From an optimization exercise on the open Yosys and OpenROAD flow, aimed at small area, a short achievable clock period and few clock cycles per item; shortcuts taken in it are not production practice. Function was checked by simulation only, so behaviour that the tests miss may differ from the original. Power is estimated from default activity; no workload was simulated.

==> flow/design.v, too long to show whole: its modules and the start of the top module <==
// module ep_div_stage: 18 lines
// module ep_fa: 10 lines
// module ep_filter_stream: 1948 lines
module ep_filter_stream #(
  parameter int unsigned PIX_W = 8,
  parameter int unsigned WIN   = 3,
  parameter int unsigned WGT_W = 4
) (
  input  logic                     clk,
  input  logic                     rst_n,
  input  logic                     in_valid,
  output logic                     in_ready,
  input  logic [WIN*WIN*PIX_W-1:0] in_win,
  input  logic                     in_sof,
  input  logic                     in_eol,
  input  logic [3:0]               thr_shift,
  input  logic                     bypass,
  output logic                     out_valid,
  input  logic                     out_ready,
  output logic [PIX_W-1:0]         out_pix,
  output logic                     out_sof,
  output logic                     out_eol
);
  // ...
==> flow/run.sh <==
#!/bin/bash
# synth_recipe.tcl (not shown) runs the flow's synth.tcl, then flattens the netlist and writes it again
# the make line also repeats each setting of config.mk as NAME=value (left out here)
make -C /OpenROAD-flow-scripts/flow DESIGN_CONFIG=/design/flow/config.mk WORK_HOME=/design/flow/orfs CLKGATE_MAP_FILE= SYNTH_SCRIPT=/design/flow/synth_recipe.tcl finish
==> flow/config.mk <==
export PLATFORM = sky130hd
export DESIGN_NAME = ep_filter_stream
export DESIGN_NICKNAME = ep_filter_stream
export VERILOG_FILES = /design/flow/design.v
export SDC_FILE = /design/flow/constraint.sdc
export NUM_CORES = 4
export LEC_CHECK = 0
export CAP_MARGIN = 20
export CORE_MARGIN = 2
export CORE_UTILIZATION = 40
export SETUP_SLACK_MARGIN = 2.0
export SLEW_MARGIN = 20
export SYNTH_HIERARCHICAL = 1
==> flow/constraint.sdc <==
create_clock -name core_clock -period 5.0 [get_ports {clk}]
set_input_delay 1.0000 -clock core_clock [delete_from_list [all_inputs] [get_ports {clk}]]
set_output_delay 1.0000 -clock core_clock [all_outputs]
set_load 0.01 [all_outputs]
==> flow_summary.ini, run 1 <==
[outcome]
status = finished clean

[sta]
setup_viol = 0
period_minus_slack_ps = 3330
fmax_mhz = 301

[worst_setup_path]
cp_common_cell = buf_8
cp-endpoint = w1_s1[0]
critPathBufInv = 4
critPathMaxStageDelay_ps = 430
critPathLaunchType = primary input
crit_slowest_cell = o32a_1

[layout]
final_core_util_pct = 49.0
multi_input_area_mm2 = 0.0205
drive_gt1_share_pct = 18.3
top_register = tL4_s2
final_cell_mix = dfxtp_1, fa_1, and2_1
largest_reg_flops = 137
comb.multi_input.count = 2028

[placement]
preCtsSetupSlack_ps = 328
port_buffers = 94
placed_cells = 3908

[logic_synthesis]
post-synth-top-area-cell = dfxtp_1
synth_compound_area_share_pct = 12.8
synth_commonest_cells = dfxtp_1, fa_1, and2_1
synth_cell_types = 74
synth_area_leaders = dfxtp_1, fa_1, ha_1

[route]
drtAntennaViolNets = 0
wl_met2_um = 43500
drt_iter0_drc = 1465
highest_layer = met5

[hold_path]
whs_path_depth = 0

[clock_tree]
hold_buffers = 0
clkTransAtPathRegs_ps = 60
numCtsBuffers = 58
cts_tree = built
cts.sinks = 538
clk_path_buf_depth = 3
postCtsSetupBuffers = 90

[floorplanning]
die-width_um = 285

[power_and_ir_drop]
top_power_group = combinational cells
comb_power_share_pct = 53.2
powerClk_mw = 4.28
p_switching_mw = 9.37

[grt]
grt_pass1_vias = 23875
grtUsageMet1_pct = 28.1

[job]
maxCapViolations = 0
Testbench counts, summed over its fixed seeds: cycles 16,064, items 16,000.
==> run 2: changes to the inputs <==
--- a/flow/config.mk
+++ b/flow/config.mk
@@ -6,8 +6,9 @@
 export NUM_CORES = 4
 export LEC_CHECK = 0
+export ABC_AREA = 1
 export CAP_MARGIN = 20
 export CORE_MARGIN = 2
 export CORE_UTILIZATION = 40
-export SETUP_SLACK_MARGIN = 2.0
+export SETUP_SLACK_MARGIN = 1.8
 export SLEW_MARGIN = 20
 export SYNTH_HIERARCHICAL = 1
==> flow_summary.ini, run 2 <==
[outcome]
status = finished clean

[floorplanning]
io_pins = 95
die-width_um = 290
fp.dieArea_mm2 = 0.0843
fp.dieH_um = 290
start_util_pct = 40.6
coreArea_mm2 = 0.0808
rows = 104

[worst_setup_path]
cp-end-kind = output pin
arrival_ps = 2160
critPathLaunchType = flip-flop
crit_required_ps = 4000
rr_worst_depth = 6
r2r_end = tL4_s2[72]
cp_max_fo = 6
critPathKind = reg2out
reg2reg_from = w3_s1[3]
rrSetupSlack_ps = 1850

[sta]
slew_viol_final = 0
hold_viol = 0
period_minus_slack_ps = 3160
timing.setup.tns_ps = 0
hold_ws_ps = 297
setup_viol = 0
period_share_pct = 63.2
fmax_mhz = 316
fin_skew_ps = 76.8
slew-limit-headroom_pct = 38.6
worst_pin_slew_ps = 920
rsz0062_at_grt = true
setup_slack_ps = 1840

[route]
viasPerCell = 4.96
via_count = 23993
drc_errors = 0
drt_iter0_drc = 1628
drtAntennaViolNets = 0
first_pass_iters = 6
wl_um = 88100
drt-wirelength-per-cell_um = 18.2

[clock_tree]
cts.sinks = 538
clk_path_buf_depth = 3
cts_max_level = 2
clkTransAtPathRegs_ps = 60
clock-root-buffer = clkbuf_16
numCtsBuffers = 55
cts_tree = built
hold_buffers = 0
clkLatencyLatePin_ps = 660

[logic_synthesis]
yosysMostFrequentCell = nand2_1
post-synth-top-area-cell = dfxtp_1
yosys_register_bits = 538
synth_cell_types = 61
synthArstFlopShare_pct = 5.76
synth_area_leaders = dfxtp_1, fa_1, nand2_1
synth-edff-count = 80
yosysTopAreaCellShare_pct = 26.1
syn_inst = 3580
yosysSeqAreaShare_pct = 35.8
synthFlopType = dfxtp_1
avgSynthCellArea_um2 = 9.16
yosys_warnings = 8
synth_commonest_cells = nand2_1, inv_1, dfxtp_1
synth_area_mm2 = 0.0328

[placement]
place.gp.congestion = 0.904
placed_cells = 4672
port_buffers = 94
preCtsSetupSlack_ps = 631
place_hpwl_um = 68100

[layout]
largest_reg_flops = 137
diodes = 0
area_delta_synth_final_pct = 15.8
final_core_util_pct = 47.0
fin_nets = 4367
top_register = tL4_s2
fin_cells = 4834
reg.largest.list = tL4_s2 x137, fifo_mem x80
final_common_cell = nand2_1
nFillCells = 7547
final_cell_mix = nand2_1, inv_1, dfxtp_1
drive_gt1_share_pct = 8.27

[grt]
grt_max_degree = 53
grt_usage_pct = 20.8
grt_pass1_wl_um = 136000
overflow = 0
grt_pass1_vias = 23908
antenna_found_initial = 4

[power_and_ir_drop]
ir_worst_vdd_v = 0.000375
comb_power_share_pct = 52.1
power_switching_share_pct = 41.1
p_clk_share_pct = 19.1
seq_power_share_pct = 28.8
p_leak_nw = 19.1
p_int_mw = 13.9
power_density_mw_per_mm2 = 622
p_switching_mw = 9.69

[hold_path]
whs_path_depth = 0
min-delay-path-class = reg2reg
hold_path.startpoint = nq_s4[3]
hold_path_end = nq_s5[5]

[job]
maxCapViolations = 0
## run 2: routing by layer
layer	share of wire, %	GRT usage (%)	wire length (um)
met5	0.010	0	9
met4	3.7	7.74	3280
met3	6.2	3.14	5460
met2	48	35.3	41900
met1	43	26.9	37500
## run 2: power by group through the flow
stage / clock (mW) / sequential [mW] / combinational (mW)
after floorplan: 0 / 6.35 / 9.21
after CTS: 4.61 / 6.82 / 12.3
after detailed placement: 0 / 6.98 / 12.1
final: 4.51 / 6.79 / 12.3
after global placement: 0 / 6.95 / 11.9
after global routing: 4.79 / 6.93 / 14.3
## run 2: through the flow
stage                     cell area [um2]  power (mW)
after floorplan                     32800        15.6
after global placement              34900        18.8
after detailed placement            34900        19.1
after CTS                           37400        23.8
after global routing                38000        26.0
final                               38000        23.6
## run 2: cell families after synthesis
logic type                 count (synthesis)  synth area share, %
other                                      1               0.0114
AOI/OAI and AO/OA                        421                 7.64
xor gates and xnor gates                 119                 3.18
adders and majority gates                556                 29.0
muxes                                      7                0.221
DFF                                      538                 35.8
buffers and inverters                    655                 7.61
and+or+nand+nor                         1283                 16.5
## run 2: worst max path at each step
stage                     from    endpoint  slack, ps
floorplan           in_win[34]    w2_s1[0]       1690
global placement    in_win[33]    w1_s1[0]        690
detailed placement  in_win[34]    w1_s1[2]        630
CTS                   rd_oh[7]  out_pix[2]       1680
global route          rd_oh[5]  out_pix[6]       1680
finish                rd_oh[5]  out_pix[6]       1840
## run 2: Yosys stat by module (local to each module, per instance)
module	flip-flops and latches	cell area, um2	cells inside
ep_filter_stream	538	26700	3277
ep_fa	0	20.0	1
## run 2: layout make-up
class / instances / area (um2) / area share [%]
timing repair buffer: 169 / 1680 / 4.43
tap: 1060 / 1330 / 3.49
inverter: 571 / 2170 / 5.73
multi-input combinational: 2393 / 19000 / 50.0
sequential: 538 / 11700 / 31.0
clock inverter: 34 / 473 / 1.25
clock buffer: 69 / 1560 / 4.12
## run 2: repair_timing
action,CTS,global route
pin swaps,7,12
setup endpoints to repair,44,48
buffers inserted,38,21
gates resized for setup,56,93
## run 2: critical path: stages, from the launching register on
cell and delay (ps):
dfrtp_2 450, buf_4 170, nand2_1 60, nand3_1 80, a221oi_1 240, nand4_1 190, dlygate4sd2_1 330
==> run 3: changes to the inputs <==
--- a/flow/config.mk
+++ b/flow/config.mk
@@ -6,8 +6,10 @@
 export NUM_CORES = 4
 export LEC_CHECK = 0
-export ABC_AREA = 1
 export CAP_MARGIN = 20
 export CORE_MARGIN = 2
 export CORE_UTILIZATION = 40
+export CTS_BUF_LIST = sky130_fd_sc_hd__clkbuf_8
+export CTS_CLUSTER_DIAMETER = 60
+export CTS_CLUSTER_SIZE = 18
 export SETUP_SLACK_MARGIN = 1.8
 export SLEW_MARGIN = 20
==> flow_summary.ini, run 3 <==
[sta]
fin_skew_ps = 29.0
setup_viol = 0
slew-limit-headroom_pct = 28.4
rsz0062_at_grt = true
fmax_mhz = 307
period_share_pct = 65.1
worst_pin_slew_ps = 1070
setup_slack_ps = 1750
timing.setup.tns_ps = 0
hold_viol = 0
period_minus_slack_ps = 3250
slew_viol_final = 0

[grt]
antenna_found_initial = 8
overflow = 0
grt_max_degree = 55
grt_usage_pct = 21.8
grt_pass1_vias = 23605
grt_pass1_wl_um = 137000

[logic_synthesis]
synth-xor-area-share_pct = 2.49
synth_mux_area_share_pct = 3.46
synth_commonest_cells = dfxtp_1, fa_1, and2_1
avgSynthCellArea_um2 = 11.4
synth_top_family_by_area = adder cells
yosysTopAreaCellShare_pct = 27.0
synthArstFlopShare_pct = 5.76
syn_inst = 2782
synth_area_mm2 = 0.0317
synth_cell_types = 74
yosys_warnings = 8
synth-simple-area-share_pct = 11.5
post-synth-top-area-cell = dfxtp_1
synth-edff-count = 80
yosysSeqAreaShare_pct = 37.1
synth_compound_area_share_pct = 12.8
synthFlopType = dfxtp_1
synth_area_leaders = dfxtp_1, fa_1, ha_1
synthAdderAreaFrac_pct = 30.1
yosysMostFrequentCell = dfxtp_1
yosys_register_bits = 538

[route]
wl_um = 89200
drtAntennaViolNets = 0
drt_iter0_drc = 1582
first_pass_iters = 6
drc_errors = 0
viasPerCell = 5.43
via_count = 22282
drt-wirelength-per-cell_um = 21.7

[power_and_ir_drop]
ir_worst_vdd_v = 0.000335
power_switching_share_pct = 41.8
p_clk_share_pct = 12.7
seq_power_share_pct = 30.8
power_density_mw_per_mm2 = 586
p_switching_mw = 9.10
p_int_mw = 12.7
p_leak_nw = 15.8
comb_power_share_pct = 56.5

[floorplanning]
fp.dieArea_mm2 = 0.0814
io_pins = 95
rows = 103
fp.dieH_um = 285
coreArea_mm2 = 0.0786
start_util_pct = 40.3
die-width_um = 285

[outcome]
status = finished clean

[layout]
final_common_cell = dfxtp_1
final_cell_mix = dfxtp_1, fa_1, and2_1
final_cell_area_mm2 = 0.0371
drive_gt1_share_pct = 15.3
largest_reg_flops = 137
nFillCells = 7148
reg.largest.list = tL4_s2 x137, fifo_mem x80
top_register = tL4_s2
area_delta_synth_final_pct = 17.3
fin_nets = 3658

[placement]
place_hpwl_um = 67900
preCtsSetupSlack_ps = 328
placed_area_mm2 = 0.0340
place.gp.congestion = 0.942
port_buffers = 94

[clock_tree]
clkLatencyLatePin_ps = 690
clk_path_buf_depth = 3
clkTransAtPathRegs_ps = 110
cts.sinks = 538
cts_max_level = 2
numCtsBuffers = 46
clock-root-buffer = clkbuf_8
cts_tree = built

[worst_setup_path]
arrival_ps = 3860
reg2reg_from = w3_s1[1]
critPathLaunchType = primary input
crit_slowest_cell = o32a_1
cp-end-kind = flip-flop
crit_start = in_win[32]
crit_required_ps = 5600
critPathKind = in2reg
cp_max_fo = 5
critPathMaxStageDelay_ps = 430
critPathTopFamily = compound AO/OA/AOI/OAI gates
path_cells = buf_8, clkinvlp_4, buf_12, ha_4, fa_2, a211oi_4, nor2_2, o41ai_4, buf_4, mux2i_2, nand2b_4, a21oi_2, o32a_1, a221oi_2
critPathBufInv = 4

[hold_path]
hold_path.startpoint = eol_s2
min-delay-path-class = reg2reg

[job]
maxCapViolations = 0
## run 3: cell types whose count changed in the layout (fill, tap and decap cells not counted), moves of 27 or more
cell       before  now
mux2i_1         5   58
nand3_1       196   35
xor2_1         55   17
a21oi_1       155   94
a22oi_1         5   43
buf_4          63  118
and2_1          1  279
a21o_1         10   37
nand2_1       843  102
clkbuf_16      59    0
ha_1          200  171
clkbuf_8        5   49
inv_1         549  173
## run 3: per-module statistics from Yosys, one instance, submodules excluded
module	times used	flip-flops and latches
ep_filter_stream	1	538
ep_fa	303	0
## run 3: power groups by stage
stage | Combinational [mW] | Sequential, mW | Clock [mW]
final | 12.3 | 6.71 | 2.76
after global routing | 14.0 | 6.84 | 3.00
after CTS | 12.3 | 6.72 | 2.86
after detailed placement | 12.0 | 6.82 | 0
after global placement | 11.5 | 6.78 | 0
after floorplan | 8.93 | 6.39 | 0
## run 3: cell families after synthesis
kind of cell | count (synthesis)
AOI/OAI and AO/OA | 593
buffers and inverters | 222
other | 1
DFF | 538
and+or+nand+nor | 678
xor gates and xnor gates | 90
muxes | 104
adders and majority gates | 556
## run 3: per-layer routing
| metal | global-route usage [%] | routed length, um |
|---|---|---|
| met2 | 37.0 | 42900 |
| met3 | 2.86 | 4900 |
| met4 | 10.2 | 4380 |
| met1 | 27.6 | 37100 |
| met5 | 0 | 0 |
## run 3: path summary, 6_finish.rpt
| kind | cells after the start | endpoint | slack [ps] |
|---|---|---|---|
| max | 14 | w1_s1[0] | 1750 |
| max reg2reg | 5 | tL4_s2[72] | 1850 |
| min reg2reg | 0 | eol_s3 | 330 |
| min in group asynchronous | 2 | rd_oh[4] | 710 |
| max in group asynchronous | 2 | wr_oh[0] | 3970 |
| min | 0 | eol_s3 | 330 |
## run 3: timing repair
action                     CTS  global route
setup buffers               69            44
setup endpoints to repair   51            63
gates resized for setup    210           160
hold buffers                 0             0
pin swaps                   55            80
## run 3: layout make-up
cell class / count / area (um2) / share of cell area, %
multi-input combinational: 2028 / 20300 / 54.6
sequential: 538 / 11700 / 31.6
timing repair buffer: 229 / 2090 / 5.62
tap: 1050 / 1310 / 3.54
inverter: 176 / 689 / 1.86
clock buffer: 49 / 674 / 1.82
clock inverter: 32 / 347 / 0.933
antenna: 2 / 5.00 / 0.0135
## run 3: metrics by stage
stage / cells / total power [mW] / hold slack (ps) / utilization [%]
floorplan: 2788 / 15.3 / 310 / -
global placement: 3908 / 18.3 / 313 / 43.2
detailed placement: 3908 / 18.8 / 312 / 43.2
CTS: 4058 / 21.9 / 326 / 46.1
global route: 4103 / 23.9 / 337 / 47.2
finish: 4104 / 21.8 / 329 / 47.2
==> run 4: changes to the inputs <==
--- a/flow/config.mk
+++ b/flow/config.mk
@@ -6,11 +6,12 @@
 export NUM_CORES = 4
 export LEC_CHECK = 0
+export ABC_AREA = 1
 export CAP_MARGIN = 20
 export CORE_MARGIN = 2
 export CORE_UTILIZATION = 40
 export CTS_BUF_LIST = sky130_fd_sc_hd__clkbuf_8
-export CTS_CLUSTER_DIAMETER = 60
-export CTS_CLUSTER_SIZE = 18
-export SETUP_SLACK_MARGIN = 1.8
+export CTS_CLUSTER_DIAMETER = 50
+export CTS_CLUSTER_SIZE = 16
+export SETUP_SLACK_MARGIN = 2.0
 export SLEW_MARGIN = 20
 export SYNTH_HIERARCHICAL = 1
==> flow_summary.ini, run 4 <==
[grt]
antenna_found_initial = 2
grt_max_degree = 72
grt_pass1_wl_um = 136000
overflow = 0
grt_pass1_vias = 24036
grt_usage_pct = 20.8

[worst_setup_path]
rrSetupSlack_ps = 2060
crit_required_ps = 4000
critPathLaunchType = flip-flop
rr_worst_depth = 6
critical_path_depth = 6
critPathKind = reg2out
reg2reg_from = w0_s1[2]
path_cells = buf_12, buf_6, a22o_1, a221oi_2, nand3_1, buf_2
cp-end-kind = output pin
critPathMaxStageDelay_ps = 430
r2r_end = tL4_s2[27]
critPathTopFamily = flip-flops
crit_slowest_cell = dfrtp_2
arrival_ps = 2070
cp_max_fo = 6
critPathBufInv = 3

[floorplanning]
fp.dieArea_mm2 = 0.0843
coreArea_mm2 = 0.0808
die-width_um = 290
start_util_pct = 40.6
rows = 104
io_pins = 95
fp.dieH_um = 290

[sta]
slew_viol_final = 0
period_minus_slack_ps = 3070
rsz0062_at_grt = true
timing.setup.tns_ps = 0
fin_skew_ps = 37.4
fmax_mhz = 325
slew-limit-headroom_pct = 28.2
setup_viol = 0
hold_viol = 0
period_share_pct = 61.5
setup_slack_ps = 1930
worst_pin_slew_ps = 1080

[job]
maxCapViolations = 0

[hold_path]
hold_path.startpoint = nq_s6[0]
min-delay-path-class = reg2reg
whs_path_depth = 0
hold_path_end = nq_s7[2]

[clock_tree]
clk_path_buf_depth = 3
cts.sinks = 538
clock-root-buffer = clkbuf_8
cts_tree = built
cts_max_level = 2
clkLatencyLatePin_ps = 710
numCtsBuffers = 55
clkTransAtPathRegs_ps = 100

[route]
drt_iter0_drc = 1724
drtAntennaViolNets = 0
wl_um = 88900
drt-wirelength-per-cell_um = 18.4
drc_errors = 0
viasPerCell = 5.01
first_pass_iters = 6
via_count = 24252

[logic_synthesis]
synth_area_leaders = dfxtp_1, fa_1, nand2_1
post-synth-top-area-cell = dfxtp_1
syn_inst = 3580
synth_area_mm2 = 0.0328
yosysMostFrequentCell = nand2_1
yosys_register_bits = 538
synth_cell_types = 61
synthFlopType = dfxtp_1
synth_commonest_cells = nand2_1, inv_1, dfxtp_1
yosysTopAreaCellShare_pct = 26.1
synthArstFlopShare_pct = 5.76
avgSynthCellArea_um2 = 9.16
yosysSeqAreaShare_pct = 35.8
yosys_warnings = 8
synth-edff-count = 80

[layout]
largest_reg_flops = 137
multi_input_area_mm2 = 0.0194
final_core_util_pct = 46.6
area_delta_synth_final_pct = 14.8
top_register = tL4_s2
final_common_cell = nand2_1
fin_nets = 4375
reg.largest.list = tL4_s2 x137, fifo_mem x80
final_cell_mix = nand2_1, inv_1, dfxtp_1
drive_gt1_share_pct = 11.3
regArea_mm2 = 0.0118
fin_cells = 4841
nFillCells = 7689

[power_and_ir_drop]
p_leak_nw = 18.9
power_density_mw_per_mm2 = 592
ir_worst_vdd_v = 0.000298
fin_total_pwr_mw = 22.3

[placement]
preCtsSetupSlack_ps = 604
place_hpwl_um = 67800
port_buffers = 94
place.gp.congestion = 0.898
placed_cells = 4670

[outcome]
status = finished clean
==> run 4: cell count changes after synthesis, moves of 23 or more <==
| cell | before | now |
|---|---|---|
| a21boi_0 | 28 | 3 |
| a21o_1 | 37 | 10 |
| a21oi_1 | 115 | 159 |
| a22oi_1 | 44 | 5 |
| and2_1 | 279 | 1 |
| clkbuf_1 | 39 | 65 |
| inv_1 | 174 | 562 |
| mux2i_1 | 79 | 5 |
| nand2_1 | 105 | 848 |
| nand3_1 | 36 | 204 |
| nor2b_1 | 23 | 0 |
| xor2_1 | 18 | 55 |
==> run 4: report_power, final <==
group / internal [mW] / switching (mW)
Combinational: 5.47 / 6.95
Clock: 1.28 / 1.79
Sequential: 5.78 / 0.996
Total: 12.5 / 9.73
==> run 4: how the worst max path moves through the flow <==
stage          slack (ps)       start         end
3_5_place_dp          600  in_win[34]    w7_s1[3]
3_3_place_gp          640  in_win[34]    w7_s1[3]
4_1_cts              1820    rd_oh[1]  out_pix[4]
2_1_floorplan        1690  in_win[34]    w2_s1[0]
6_report             1930    rd_oh[1]  out_pix[0]
5_1_grt              1800    rd_oh[1]  out_pix[4]
==> run 4: metal layers <==
layer	wire length (um)	track usage, %	up-vias
met1	38100	27.5	11555
li1	-	-	11675
met3	5370	2.65	190
met2	41300	34.2	830
met5	10	0	-
met4	4070	9.29	2
==> run 4: repair_timing <==
item	4_1_cts	5_1_grt
gates cloned	0	1
gates resized for setup	138	192
hold buffers	0	0
pin swaps	13	75
setup endpoints to repair	82	48
setup buffers	42	26
==> run 4: area by class of cell <==
type,instances,area share (%)
clock buffer,60,2.20
clock inverter,41,1.06
tap,1060,3.53
inverter,571,5.80
multi-input combinational,2394,51.6
sequential,538,31.3
antenna,1,0.00665
timing repair buffer,176,4.51
==> run 4: kinds of logic (layout without fill, tap and decap cells) <==
logic type               count (synthesis)  after routing  synth area share, %
AND/OR/NAND/NOR                       1283           1284                 16.5
buffers and inverters                  655            848                 7.61
adder cells (fa/ha/maj)                556            556                 29.0
flip-flops                             538            538                 35.8
AO/OA/AOI/OAI                          421            421                 7.64
XOR/XNOR                               119            119                 3.18
multiplexers                             7              7                0.221
other                                    1              8               0.0114
==> run 4: Yosys stat by module, one instance, submodules excluded <==
module            cell area, um2  cells  flops+latches
ep_fa                       20.0      1              0
ep_filter_stream           26700   3277            538
==> run 4: per-stage QoR <==
stage / area [um2] / hold slack (ps)
2_1_floorplan: 32800 / 310
3_3_place_gp: 34900 / 310
3_5_place_dp: 34900 / 312
4_1_cts: 36700 / 335
5_1_grt: 37600 / 333
6_report: 37600 / 326
==> run 5: changes to the inputs <==
--- a/flow/config.mk
+++ b/flow/config.mk
@@ -13,5 +13,5 @@
 export CTS_CLUSTER_DIAMETER = 50
 export CTS_CLUSTER_SIZE = 16
-export SETUP_SLACK_MARGIN = 2.0
+export SETUP_SLACK_MARGIN = 1.8
 export SLEW_MARGIN = 20
 export SYNTH_HIERARCHICAL = 1
==> flow_summary.ini, run 5 <==
[sta]
setup_slack_ps = 1880
setup_viol = 0
period_share_pct = 62.4
fin_skew_ps = 83.9
timing.setup.tns_ps = 0
worst_pin_slew_ps = 925
period_minus_slack_ps = 3120
slew-limit-headroom_pct = 38.3
hold_viol = 0
fmax_mhz = 321
rsz0062_at_grt = true
hold_ws_ps = 334
slew_viol_final = 0

[worst_setup_path]
cp_max_fo = 10
rr_worst_depth = 6
critPathBufInv = 1
crit_slowest_cell = dfxtp_1
arrival_ps = 3700
reg2reg_from = w1_s1[3]
critPathMaxStageDelay_ps = 800
r2r_end = tL4_s2[63]
path_cells = nand2_1, inv_1, fa_1, fa_1, fa_1, fa_1
cp-end-kind = flip-flop
critPathTopFamily = adder cells
cp_common_cell = fa_1
crit_required_ps = 5580
rrSetupSlack_ps = 1880
critical_path_depth = 6
critPathLaunchType = flip-flop
critPathKind = reg2reg

[route]
drt_iter0_drc = 1562
viasPerCell = 4.96
drc_errors = 0
via_count = 23941
drt-wirelength-per-cell_um = 18.2
wl_um = 87700
first_pass_iters = 6
drtAntennaViolNets = 0

[power_and_ir_drop]
p_leak_nw = 18.7
ir_worst_vdd_v = 0.000294
power_density_mw_per_mm2 = 601
fin_total_pwr_mw = 22.3

[layout]
multi_input_area_mm2 = 0.0190
fin_nets = 4356
area_delta_synth_final_pct = 13.0
reg.largest.list = tL4_s2 x137, fifo_mem x80
drive_gt1_share_pct = 7.84
largest_reg_flops = 137
regArea_mm2 = 0.0117
final_common_cell = nand2_1
nFillCells = 7685
final_cell_area_mm2 = 0.0371
fin_cells = 4824
top_register = tL4_s2
final_core_util_pct = 45.9
final_cell_mix = nand2_1, inv_1, dfxtp_1

[logic_synthesis]
synthArstFlopShare_pct = 5.76
avgSynthCellArea_um2 = 9.16
synth-edff-count = 80
post-synth-top-area-cell = dfxtp_1
syn_inst = 3580
yosys_register_bits = 538
synth_area_mm2 = 0.0328
synthFlopType = dfxtp_1
yosysSeqAreaShare_pct = 35.8
yosys_warnings = 8
yosysTopAreaCellShare_pct = 26.1
synth_area_leaders = dfxtp_1, fa_1, nand2_1
yosysMostFrequentCell = nand2_1
synth_cell_types = 61
synth_commonest_cells = nand2_1, inv_1, dfxtp_1

[floorplanning]
start_util_pct = 40.6
fp.dieArea_mm2 = 0.0843
fp.dieH_um = 290
rows = 104
die-width_um = 290
coreArea_mm2 = 0.0808
io_pins = 95

[grt]
grt_max_degree = 53
antenna_found_initial = 5
grt_pass1_vias = 23788
overflow = 0
grt_usage_pct = 20.7
grt_pass1_wl_um = 136000

[placement]
placed_area_mm2 = 0.0349
preCtsSetupSlack_ps = 631
place.gp.congestion = 0.904
port_buffers = 94
place_hpwl_um = 68100
placed_cells = 4672

[clock_tree]
cts.sinks = 538
cts_tree = built
cts_max_level = 2
clock-root-buffer = clkbuf_8
numCtsBuffers = 56
clk_path_buf_depth = 3
clkTransAtPathRegs_ps = 90
clkLatencyLatePin_ps = 740

[hold_path]
hold_path.startpoint = nq_s5[3]
whs_path_depth = 0
min-delay-path-class = reg2reg
hold_path_end = nq_s6[5]

[job]
maxCapViolations = 0

[outcome]
status = finished clean
## run 5: cell counts after synthesis
No cell type changed its count.
## run 5: area by class of cell
| class | instances | area share [%] |
|---|---|---|
| multi-input combinational | 2394 | 51.2 |
| tap | 1060 | 3.58 |
| clock buffer | 60 | 2.23 |
| clock inverter | 43 | 1.36 |
| inverter | 571 | 5.87 |
| timing repair buffer | 156 | 4.03 |
| sequential | 538 | 31.7 |
| antenna | 2 | 0.0135 |
## run 5: worst reg2reg max path: cells and delay by family (launching register included)
family / cells / cell delay, ps
adder cells (fa/ha/maj): 4 / 1970
buffers and inverters: 1 / 110
flip-flops: 1 / 800
AND/OR/NAND/NOR: 1 / 150
## run 5: timing repair
item                       4_1_cts  5_1_grt
pin swaps                        9       13
hold buffers                     0        0
setup endpoints to repair       44       49
resized for setup               64       83
gates cloned                     0        1
setup buffers                   37        9
hold endpoints to repair         0        0
## run 5: kinds of logic (layout without fill, tap and decap cells)
| kind of cell | count (synthesis) | in the layout | synth area share, % |
|---|---|---|---|
| AO/OA/AOI/OAI | 421 | 421 | 7.64 |
| XOR/XNOR | 119 | 119 | 3.18 |
| adder cells (fa/ha/maj) | 556 | 556 | 29.0 |
| buffers and inverters | 655 | 830 | 7.61 |
| flip-flops | 538 | 538 | 35.8 |
| multiplexers | 7 | 7 | 0.221 |
| other | 1 | 9 | 0.0114 |
| AND/OR/NAND/NOR | 1283 | 1284 | 16.5 |
## run 5: power breakdown
part	internal [mW]	switching (mW)	total [mW]
Clock	1.45	1.82	3.27
Sequential	5.78	1.02	6.80
Combinational	5.36	6.82	12.2
## run 5: per-layer routing
layer	global-route usage [%]	vias up	share of wire (%)
li1	-	11626	-
met1	26.7	11390	43
met2	35.3	729	47
met3	3.30	194	6.1
met4	7.42	2	3.9
met5	0	-	0.010
## run 5: Yosys stat by module (local to each module, per instance)
module            flops+latches  area (um2)
ep_fa                         0        20.0
ep_filter_stream            538       26700
## run 5: worst max-delay path by stage
| stage | startpoint | to | slack (ps) |
|---|---|---|---|
| finish | w1_s1[3] | tL4_s2[63] | 1880 |
| detailed placement | in_win[34] | w1_s1[2] | 630 |
| global route | in_win[57] | w7_s1[1] | 1770 |
| floorplan | in_win[34] | w2_s1[0] | 1690 |
| CTS | rd_oh[1] | out_eol | 1770 |
| global placement | in_win[33] | w1_s1[0] | 690 |

port drivers added, routing unchanged:
Ports are ideal in the flow. The routed layouts listed here were re-timed in OpenROAD.
Step 1 assumes that a clkbuf_16 drives the clock port and a buf_2 every other input.
Step 2, shift: input delay + t, output delay - t, t = (earliest + latest rising clock arrival at the registers) / 2. This alone moves slack from input paths to output paths.
Slacks: ideal ports / drivers / drivers and shift; pairs: ideal ports / drivers.
run	shift t [ns]	slack for setup (ns)	pins driven straight from the clock port
run 1	0.697	1.674 / 1.679 / 0.983	1
run 2	0.678	1.840 / 1.778 / 1.258	1
run 3	0.735	1.747 / 1.752 / 1.017	1
run 4	0.750	1.927 / 1.868 / 1.397	1
run 5	0.760	1.880 / 1.880 / 1.229	1
After both steps every run listed still meets setup and hold. The setup slack of run 3, which loses most, moves by +0.005 ns with the drivers and by -0.730 ns with both steps.
